Background: an optimization exercise with open tools, aiming at small area, a short achievable clock period and few clock cycles per item. Do not read the settings as production practice. Function was checked by simulation only, so behaviour that the tests miss may differ from the original. Power is estimated from default activity; no workload was simulated.

==> umber: inputs <==
Design pid_heading_turn_controller_top, start of the top module:
module pid_heading_turn_controller_top
(
  input  logic        clk,
  input  logic        rst,
  input  logic        cmd_valid,
  output logic        cmd_ready,
  input  logic        cmd_op,
  input  logic [15:0] cmd_target_angle,
  input  logic [15:0] cmd_timeout_ms,
  input  logic [15:0] cmd_measured_angle,
  output logic        res_valid,
  input  logic        res_ready,
  output logic [7:0]  res_power_pct,
  output logic [1:0]  res_status,
  input  logic        psel,
  input  logic        penable,
  input  logic        pwrite,
  input  logic [4:0]  paddr,
  input  logic [31:0] pwdata,
  output logic [31:0] prdata,
  output logic        pready
);
clock: 16.0 ns
lec_check: 0
cap_margin: 20
core_margin: 2
core_utilization: 55
slew_margin: 20
synth_hierarchical: 1
synth_minimum_keep_size: 0
standard.sh (not shown) runs the stock make flow with config.mk's settings and CLKGATE_MAP_FILE= SYNTH_SCRIPT=/design/flow/synth_recipe.tcl, a recipe that flattens the netlist after the stock synthesis.
==> flow/flow/run.sh <==
#!/bin/bash
# The standard layout (the standard.sh), with three changes:
#  - after synthesis, every combinational cell gets the smallest drive
#    strength of its family (flow/downsize.tcl);
#  - the port buffers are buf_2 cells instead of the default choice;
#  - the timing repair after CTS and after global routing is asked to leave a
#    setup margin of MARGIN ns, so that it also works on paths that already
#    meet the 16 ns clock.
# The SDC, the clock period and every other setting are the standard flow's.
set -euo pipefail
MARGIN=11.7
bash standard.sh synth > synth.log 2>&1
ODB=orfs/results/sky130hd/pid_heading_turn_controller_top/base/1_synth.odb openroad -exit flow/downsize.tcl > downsize.log 2>&1
bash standard.sh SETUP_SLACK_MARGIN=$MARGIN "BUFFER_PORTS_ARGS=-buffer_cell sky130_fd_sc_hd__buf_2" finish > standard.log 2>&1
==> flow/flow/downsize.tcl <==
# Give every combinational cell of the synthesized netlist the smallest drive
# strength of its family; the timing repair later in the flow sizes up the
# cells on critical paths. Flip-flops, tie cells and buffers are left alone.
# usage: ODB=<odb> openroad -exit downsize.tcl
read_db $::env(ODB)
set db [ord::get_db]
set n_swapped 0
set area_before 0.0
set area_after 0.0
foreach inst [[ord::get_db_block] getInsts] {
  set m [$inst getMaster]
  set name [$m getName]
  set a [expr {[$m getWidth] * [$m getHeight] / 1e6}]
  set area_before [expr {$area_before + $a}]
  set best $m
  if {[regexp {^(sky130_fd_sc_hd__([a-z0-9]+))_([0-9]+)$} $name -> base fam size]
      && ![regexp {^(df|edf|sdf|dl|conb|buf|clk|inv|tap|fill|decap|dly|probe|lpflow|macro)} $fam]} {
    foreach cand {0 1 2 4} {
      set cm [$db findMaster ${base}_$cand]
      if {$cm eq "NULL" || $cm eq ""} { continue }
      if {[$cm getWidth] * [$cm getHeight] < [$best getWidth] * [$best getHeight]} {
        set best $cm
      }
    }
  }
  if {$best ne $m} {
    $inst swapMaster $best
    incr n_swapped
  }
  set area_after [expr {$area_after + [$best getWidth] * [$best getHeight] / 1e6}]
}
puts [format "downsize: %d cells swapped, area %.1f -> %.1f um2" $n_swapped $area_before $area_after]
write_db $::env(ODB)
==> sierra (differences from umber) <==
--- a/flow/design.v
+++ b/flow/design.v
@@ -100,15 +100,15 @@
   input  logic [15:0]        cmd_timeout_ms,
   input  logic signed [15:0] cmd_measured_angle,
   output logic               res_valid,
   input  logic               res_ready,
   output logic signed [7:0]  res_power_pct,
   output logic [1:0]         res_status
 );
-  localparam int QD = 5;           
+  localparam int QD = 6;           
   logic               h_v;
   logic               h_op;
   logic signed [15:0] h_tgt;
   logic [15:0]        h_tmo;
   logic signed [15:0] h_meas;
   logic               accept;
   assign accept = cmd_valid && cmd_ready;
@@ -121,83 +121,89 @@
     h_tgt  <= cmd_target_angle;
     h_tmo  <= cmd_timeout_ms;
     h_meas <= cmd_measured_angle;
   end
   logic signed [15:0] goal_angle;
   logic [15:0]        time_limit;
   logic [15:0]        elapsed_ms;
-  logic signed [16:0] prior_error;
-  logic signed [31:0] error_sum;
-  logic signed [31:0] error_sum_m;    
   logic               h_start;
   logic signed [15:0] ref_angle;
   logic signed [16:0] err1;
-  logic signed [17:0] der1;
-  logic [32:0]        sum_s;
-  logic [32:0]        sum_c;
-  logic [32:0]        sum_wide;
-  logic signed [31:0] sum_sat;
   logic [16:0]        elapsed_sum;
   logic               time_out1;
-  logic [16:0]        prior_abs;
-  logic               err_ok1;
   assign h_start     = (h_op == OP_START);
   assign ref_angle   = h_start ? h_tgt : goal_angle;
   assign err1        = 17'(ref_angle) - 17'(h_meas);
-  assign der1        = 18'(err1) - 18'(prior_error);
   assign elapsed_sum = {1'b0, elapsed_ms} + {7'd0, cfg.period_ms};
   assign time_out1   = (time_limit != 16'd0) && (elapsed_ms > time_limit);
-  assign prior_abs   = prior_error[16] ? 17'(-prior_error) : 17'(prior_error);
-  assign err_ok1     = (prior_abs <= {2'b00, cfg.error_tolerance});
-  logic [32:0] op_a, op_b, op_c;
-  assign op_a = 33'(error_sum);
-  assign op_b = 33'(ref_angle);
-  assign op_c = ~(33'(h_meas));
-  for (genvar i = 0; i < 33; i++) begin : g_csa
-    phtc_fa u_fa (.a(op_a[i]), .b(op_b[i]), .c(op_c[i]), .s(sum_s[i]), .co(sum_c[i]));
+  always_ff @(posedge clk) begin
+    if (h_v) begin
+      if (h_start) begin
+        goal_angle <= h_tgt;
+        time_limit <= h_tmo;
+        elapsed_ms <= 16'd0;
+      end else begin
+        elapsed_ms <= elapsed_sum[16] ? 16'hffff : elapsed_sum[15:0];
+      end
+    end
+  end
+  logic               s1_v;
+  logic               s1_start;
+  logic               s1_time_out;
+  logic signed [16:0] s1_err;
+  always_ff @(posedge clk) begin
+    if (rst) s1_v <= 1'b0;
+    else     s1_v <= h_v;
+  end
+  always_ff @(posedge clk) begin
+    s1_start    <= h_start;
+    s1_time_out <= time_out1;
+    s1_err      <= err1;
   end
-  assign sum_wide = sum_s + {sum_c[31:0], 1'b1};
+  logic signed [16:0] prior_error;
+  logic signed [31:0] error_sum;
+  logic signed [31:0] error_sum_m;    
+  logic signed [17:0] der1;
+  logic signed [32:0] sum_wide;
+  logic signed [31:0] sum_sat;
+  logic [16:0]        prior_abs;
+  logic               err_ok1;
+  assign der1      = 18'(s1_err) - 18'(prior_error);
+  assign sum_wide  = 33'(error_sum) + 33'(s1_err);
+  assign prior_abs = prior_error[16] ? 17'(-prior_error) : 17'(prior_error);
+  assign err_ok1   = (prior_abs <= {2'b00, cfg.error_tolerance});
   always_comb begin
     if (sum_wide[32] != sum_wide[31]) begin
       sum_sat = sum_wide[32] ? 32'sh8000_0000 : 32'sh7fff_ffff;
     end else begin
       sum_sat = sum_wide[31:0];
     end
   end
   always_ff @(posedge clk) begin
-    if (h_v) begin
-      if (h_start) begin
-        goal_angle  <= h_tgt;
-        time_limit  <= h_tmo;
-        elapsed_ms  <= 16'd0;
-        error_sum   <= 32'sd0;
-        error_sum_m <= 32'sd0;
-      end else begin
-        elapsed_ms  <= elapsed_sum[16] ? 16'hffff : elapsed_sum[15:0];
-        error_sum   <= sum_sat;
-        error_sum_m <= sum_sat;
-      end
-      prior_error <= err1;
+    if (s1_v) begin
+      error_sum   <= s1_start ? 32'sd0 : sum_sat;
+      error_sum_m <= s1_start ? 32'sd0 : sum_sat;
+      prior_error <= s1_err;
     end
   end
   logic               s2_v;
   logic               s2_start;
   logic               s2_err_ok;
   logic               s2_time_out;
   logic [16:0]        s2_err;
   logic [17:0]        s2_der;
   always_ff @(posedge clk) begin
     if (rst) s2_v <= 1'b0;
-    else     s2_v <= h_v;
+    else     s2_v <= s1_v;
   end
   always_ff @(posedge clk) begin
-    s2_start    <= h_start;
+    s2_start    <= s1_start;
     s2_err_ok   <= err_ok1;
-    s2_time_out <= time_out1;
-    s2_err      <= err1;
+    s2_time_out <= s1_time_out;
+    s2_err      <= s1_err;
     s2_der      <= der1;
   end
   logic [36:0]        mac_floor;
   phtc_mac u_mac (
     .clk       (clk),
     .e         (s2_err),
     .d         (s2_der),
==> indigo (differences from umber) <==
--- a/flow/design.v
+++ b/flow/design.v
@@ -123,15 +123,14 @@
     h_meas <= cmd_measured_angle;
   end
   logic signed [15:0] goal_angle;
   logic [15:0]        time_limit;
   logic [15:0]        elapsed_ms;
   logic signed [16:0] prior_error;
   logic signed [31:0] error_sum;
-  logic signed [31:0] error_sum_m;    
   logic               h_start;
   logic signed [15:0] ref_angle;
   logic signed [16:0] err1;
   logic signed [17:0] der1;
   logic [32:0]        sum_s;
   logic [32:0]        sum_c;
   logic [32:0]        sum_wide;
@@ -166,19 +165,17 @@
   always_ff @(posedge clk) begin
     if (h_v) begin
       if (h_start) begin
         goal_angle  <= h_tgt;
         time_limit  <= h_tmo;
         elapsed_ms  <= 16'd0;
         error_sum   <= 32'sd0;
-        error_sum_m <= 32'sd0;
       end else begin
         elapsed_ms  <= elapsed_sum[16] ? 16'hffff : elapsed_sum[15:0];
         error_sum   <= sum_sat;
-        error_sum_m <= sum_sat;
       end
       prior_error <= err1;
     end
   end
   logic               s2_v;
   logic               s2_start;
   logic               s2_err_ok;
@@ -197,15 +194,15 @@
     s2_der      <= der1;
   end
   logic [36:0]        mac_floor;
   phtc_mac u_mac (
     .clk       (clk),
     .e         (s2_err),
     .d         (s2_der),
-    .s         (error_sum_m),
+    .s         (error_sum),
     .kp        (cfg.kp_gain),
     .ki        (cfg.ki_gain),
     .kd        (cfg.kd_gain),
     .acc_floor (mac_floor)
   );
   logic               s3_v;
   logic               s3_start;
==> garnet (differences from umber) <==
--- a/flow/design.v
+++ b/flow/design.v
@@ -100,15 +100,15 @@
   input  logic [15:0]        cmd_timeout_ms,
   input  logic signed [15:0] cmd_measured_angle,
   output logic               res_valid,
   input  logic               res_ready,
   output logic signed [7:0]  res_power_pct,
   output logic [1:0]         res_status
 );
-  localparam int QD = 5;           
+  localparam int QD = 6;           
   logic               h_v;
   logic               h_op;
   logic signed [15:0] h_tgt;
   logic [15:0]        h_tmo;
   logic signed [15:0] h_meas;
   logic               accept;
   assign accept = cmd_valid && cmd_ready;
@@ -121,83 +121,89 @@
     h_tgt  <= cmd_target_angle;
     h_tmo  <= cmd_timeout_ms;
     h_meas <= cmd_measured_angle;
   end
   logic signed [15:0] goal_angle;
   logic [15:0]        time_limit;
   logic [15:0]        elapsed_ms;
-  logic signed [16:0] prior_error;
-  logic signed [31:0] error_sum;
-  logic signed [31:0] error_sum_m;    
   logic               h_start;
   logic signed [15:0] ref_angle;
   logic signed [16:0] err1;
-  logic signed [17:0] der1;
-  logic [32:0]        sum_s;
-  logic [32:0]        sum_c;
-  logic [32:0]        sum_wide;
-  logic signed [31:0] sum_sat;
   logic [16:0]        elapsed_sum;
   logic               time_out1;
-  logic [16:0]        prior_abs;
-  logic               err_ok1;
   assign h_start     = (h_op == OP_START);
   assign ref_angle   = h_start ? h_tgt : goal_angle;
   assign err1        = 17'(ref_angle) - 17'(h_meas);
-  assign der1        = 18'(err1) - 18'(prior_error);
   assign elapsed_sum = {1'b0, elapsed_ms} + {7'd0, cfg.period_ms};
   assign time_out1   = (time_limit != 16'd0) && (elapsed_ms > time_limit);
-  assign prior_abs   = prior_error[16] ? 17'(-prior_error) : 17'(prior_error);
-  assign err_ok1     = (prior_abs <= {2'b00, cfg.error_tolerance});
-  logic [32:0] op_a, op_b, op_c;
-  assign op_a = 33'(error_sum);
-  assign op_b = 33'(ref_angle);
-  assign op_c = ~(33'(h_meas));
-  for (genvar i = 0; i < 33; i++) begin : g_csa
-    phtc_fa u_fa (.a(op_a[i]), .b(op_b[i]), .c(op_c[i]), .s(sum_s[i]), .co(sum_c[i]));
+  always_ff @(posedge clk) begin
+    if (h_v) begin
+      if (h_start) begin
+        goal_angle <= h_tgt;
+        time_limit <= h_tmo;
+        elapsed_ms <= 16'd0;
+      end else begin
+        elapsed_ms <= elapsed_sum[16] ? 16'hffff : elapsed_sum[15:0];
+      end
+    end
+  end
+  logic               s1_v;
+  logic               s1_start;
+  logic               s1_time_out;
+  logic signed [16:0] s1_err;
+  always_ff @(posedge clk) begin
+    if (rst) s1_v <= 1'b0;
+    else     s1_v <= h_v;
+  end
+  always_ff @(posedge clk) begin
+    s1_start    <= h_start;
+    s1_time_out <= time_out1;
+    s1_err      <= err1;
   end
-  assign sum_wide = sum_s + {sum_c[31:0], 1'b1};
+  logic signed [16:0] prior_error;
+  logic signed [31:0] error_sum;
+  logic signed [31:0] error_sum_m;    
+  logic signed [17:0] der1;
+  logic signed [32:0] sum_wide;
+  logic signed [31:0] sum_sat;
+  logic [16:0]        prior_abs;
+  logic               err_ok1;
+  assign der1      = 18'(s1_err) - 18'(prior_error);
+  assign sum_wide  = 33'(error_sum) + 33'(s1_err);
+  assign prior_abs = prior_error[16] ? 17'(-prior_error) : 17'(prior_error);
+  assign err_ok1   = (prior_abs <= {2'b00, cfg.error_tolerance});
   always_comb begin
     if (sum_wide[32] != sum_wide[31]) begin
       sum_sat = sum_wide[32] ? 32'sh8000_0000 : 32'sh7fff_ffff;
     end else begin
       sum_sat = sum_wide[31:0];
     end
   end
   always_ff @(posedge clk) begin
-    if (h_v) begin
-      if (h_start) begin
-        goal_angle  <= h_tgt;
-        time_limit  <= h_tmo;
-        elapsed_ms  <= 16'd0;
-        error_sum   <= 32'sd0;
-        error_sum_m <= 32'sd0;
-      end else begin
-        elapsed_ms  <= elapsed_sum[16] ? 16'hffff : elapsed_sum[15:0];
-        error_sum   <= sum_sat;
-        error_sum_m <= sum_sat;
-      end
-      prior_error <= err1;
+    if (s1_v) begin
+      error_sum   <= s1_start ? 32'sd0 : sum_sat;
+      error_sum_m <= s1_start ? 32'sd0 : sum_sat;
+      prior_error <= s1_err;
     end
   end
   logic               s2_v;
   logic               s2_start;
   logic               s2_err_ok;
   logic               s2_time_out;
   logic [16:0]        s2_err;
   logic [17:0]        s2_der;
   always_ff @(posedge clk) begin
     if (rst) s2_v <= 1'b0;
-    else     s2_v <= h_v;
+    else     s2_v <= s1_v;
   end
   always_ff @(posedge clk) begin
-    s2_start    <= h_start;
+    s2_start    <= s1_start;
     s2_err_ok   <= err_ok1;
-    s2_time_out <= time_out1;
-    s2_err      <= err1;
+    s2_time_out <= s1_time_out;
+    s2_err      <= s1_err;
     s2_der      <= der1;
   end
   logic [36:0]        mac_floor;
   phtc_mac u_mac (
     .clk       (clk),
     .e         (s2_err),
     .d         (s2_der),
==> flow/flow/run.sh (replaced) <==
#!/bin/bash
# The standard layout (the standard.sh), with three changes:
#  - after synthesis, every combinational cell gets the smallest drive
#    strength of its family (flow/downsize.tcl);
#  - the port buffers are buf_2 cells instead of the default choice;
#  - the timing repair after CTS and after global routing is asked to leave a
#    setup margin of MARGIN ns, so that it also works on paths that already
#    meet the 16 ns clock, and may resize a cell to one of another footprint
#    (MATCH_CELL_FOOTPRINT=0).
# The SDC, the clock period and every other setting are the standard flow's.
set -euo pipefail
MARGIN=11.7
bash standard.sh synth > synth.log 2>&1
ODB=orfs/results/sky130hd/pid_heading_turn_controller_top/base/1_synth.odb openroad -exit flow/downsize.tcl > downsize.log 2>&1
bash standard.sh SETUP_SLACK_MARGIN=$MARGIN MATCH_CELL_FOOTPRINT=0 "BUFFER_PORTS_ARGS=-buffer_cell sky130_fd_sc_hd__buf_2" finish > standard.log 2>&1
==> run summary <==
Synthesized cell count: umber is smaller than sierra (about 0.47%). Between indigo and sierra, the lower combinational power is in sierra (gap about 50%, measured against sierra). Of umber and sierra, umber has the higher non-clock buffer count (gap 32). First-iteration DRC count, highest first: sierra, garnet, indigo, umber. Critical path depth is the same in sierra and garnet. sierra ran to the end with no violations. garnet passed the timing, design-rule and antenna checks. indigo completed with no timing, DRC or antenna violations. umber ran to the end with no violations.
Testbench counts of umber, summed over its fixed seeds: cycles 12,240, items 12,000.
Testbench counts of sierra, summed over its fixed seeds: cycles 12,288, items 12,000.
Testbench counts of indigo, summed over its fixed seeds: cycles 12,240, items 12,000.
Testbench counts of garnet, summed over its fixed seeds: cycles 12,288, items 12,000.

## static timing again, ports no longer ideal
How much do the figures lean on ideal ports? The routed layouts below were timed once more, with nothing changed but the port constraints.
Step 1 assumes that a clkbuf_16 drives the clock port and a buf_2 every other input.
Step 2 adds t to the input delays and takes it off the output delays; t is the mean of the earliest and latest rising clock arrival at the registers after step 1. Input paths then give back, and output paths get back, about the clock's delay inside the block.
a / b / c = ideal ports / drivers / drivers and shift; a / b = the first two.
run | t, ns | setup WS [ns] | worst hold slack (ns) | worst setup path after step 2 | pins driven straight from the clock port
umber | 0.762 | 11.606 / 11.538 / 11.090 | 0.326 / 0.326 / 0.326 | input to register | 1
sierra | 0.695 | 11.630 / 11.602 / 11.119 | 0.325 / 0.325 / 0.325 | input to register | 1
indigo | 0.727 | 11.638 / 11.568 / 11.084 | 0.325 / 0.325 / 0.325 | input to register | 1
garnet | 0.697 | 11.658 / 11.602 / 11.082 | 0.323 / 0.323 / 0.323 | input to register | 1
After both steps setup and hold are still met in every run listed. The setup slack of garnet, which loses most, moves by -0.056 ns with the drivers and by -0.576 ns with both steps.
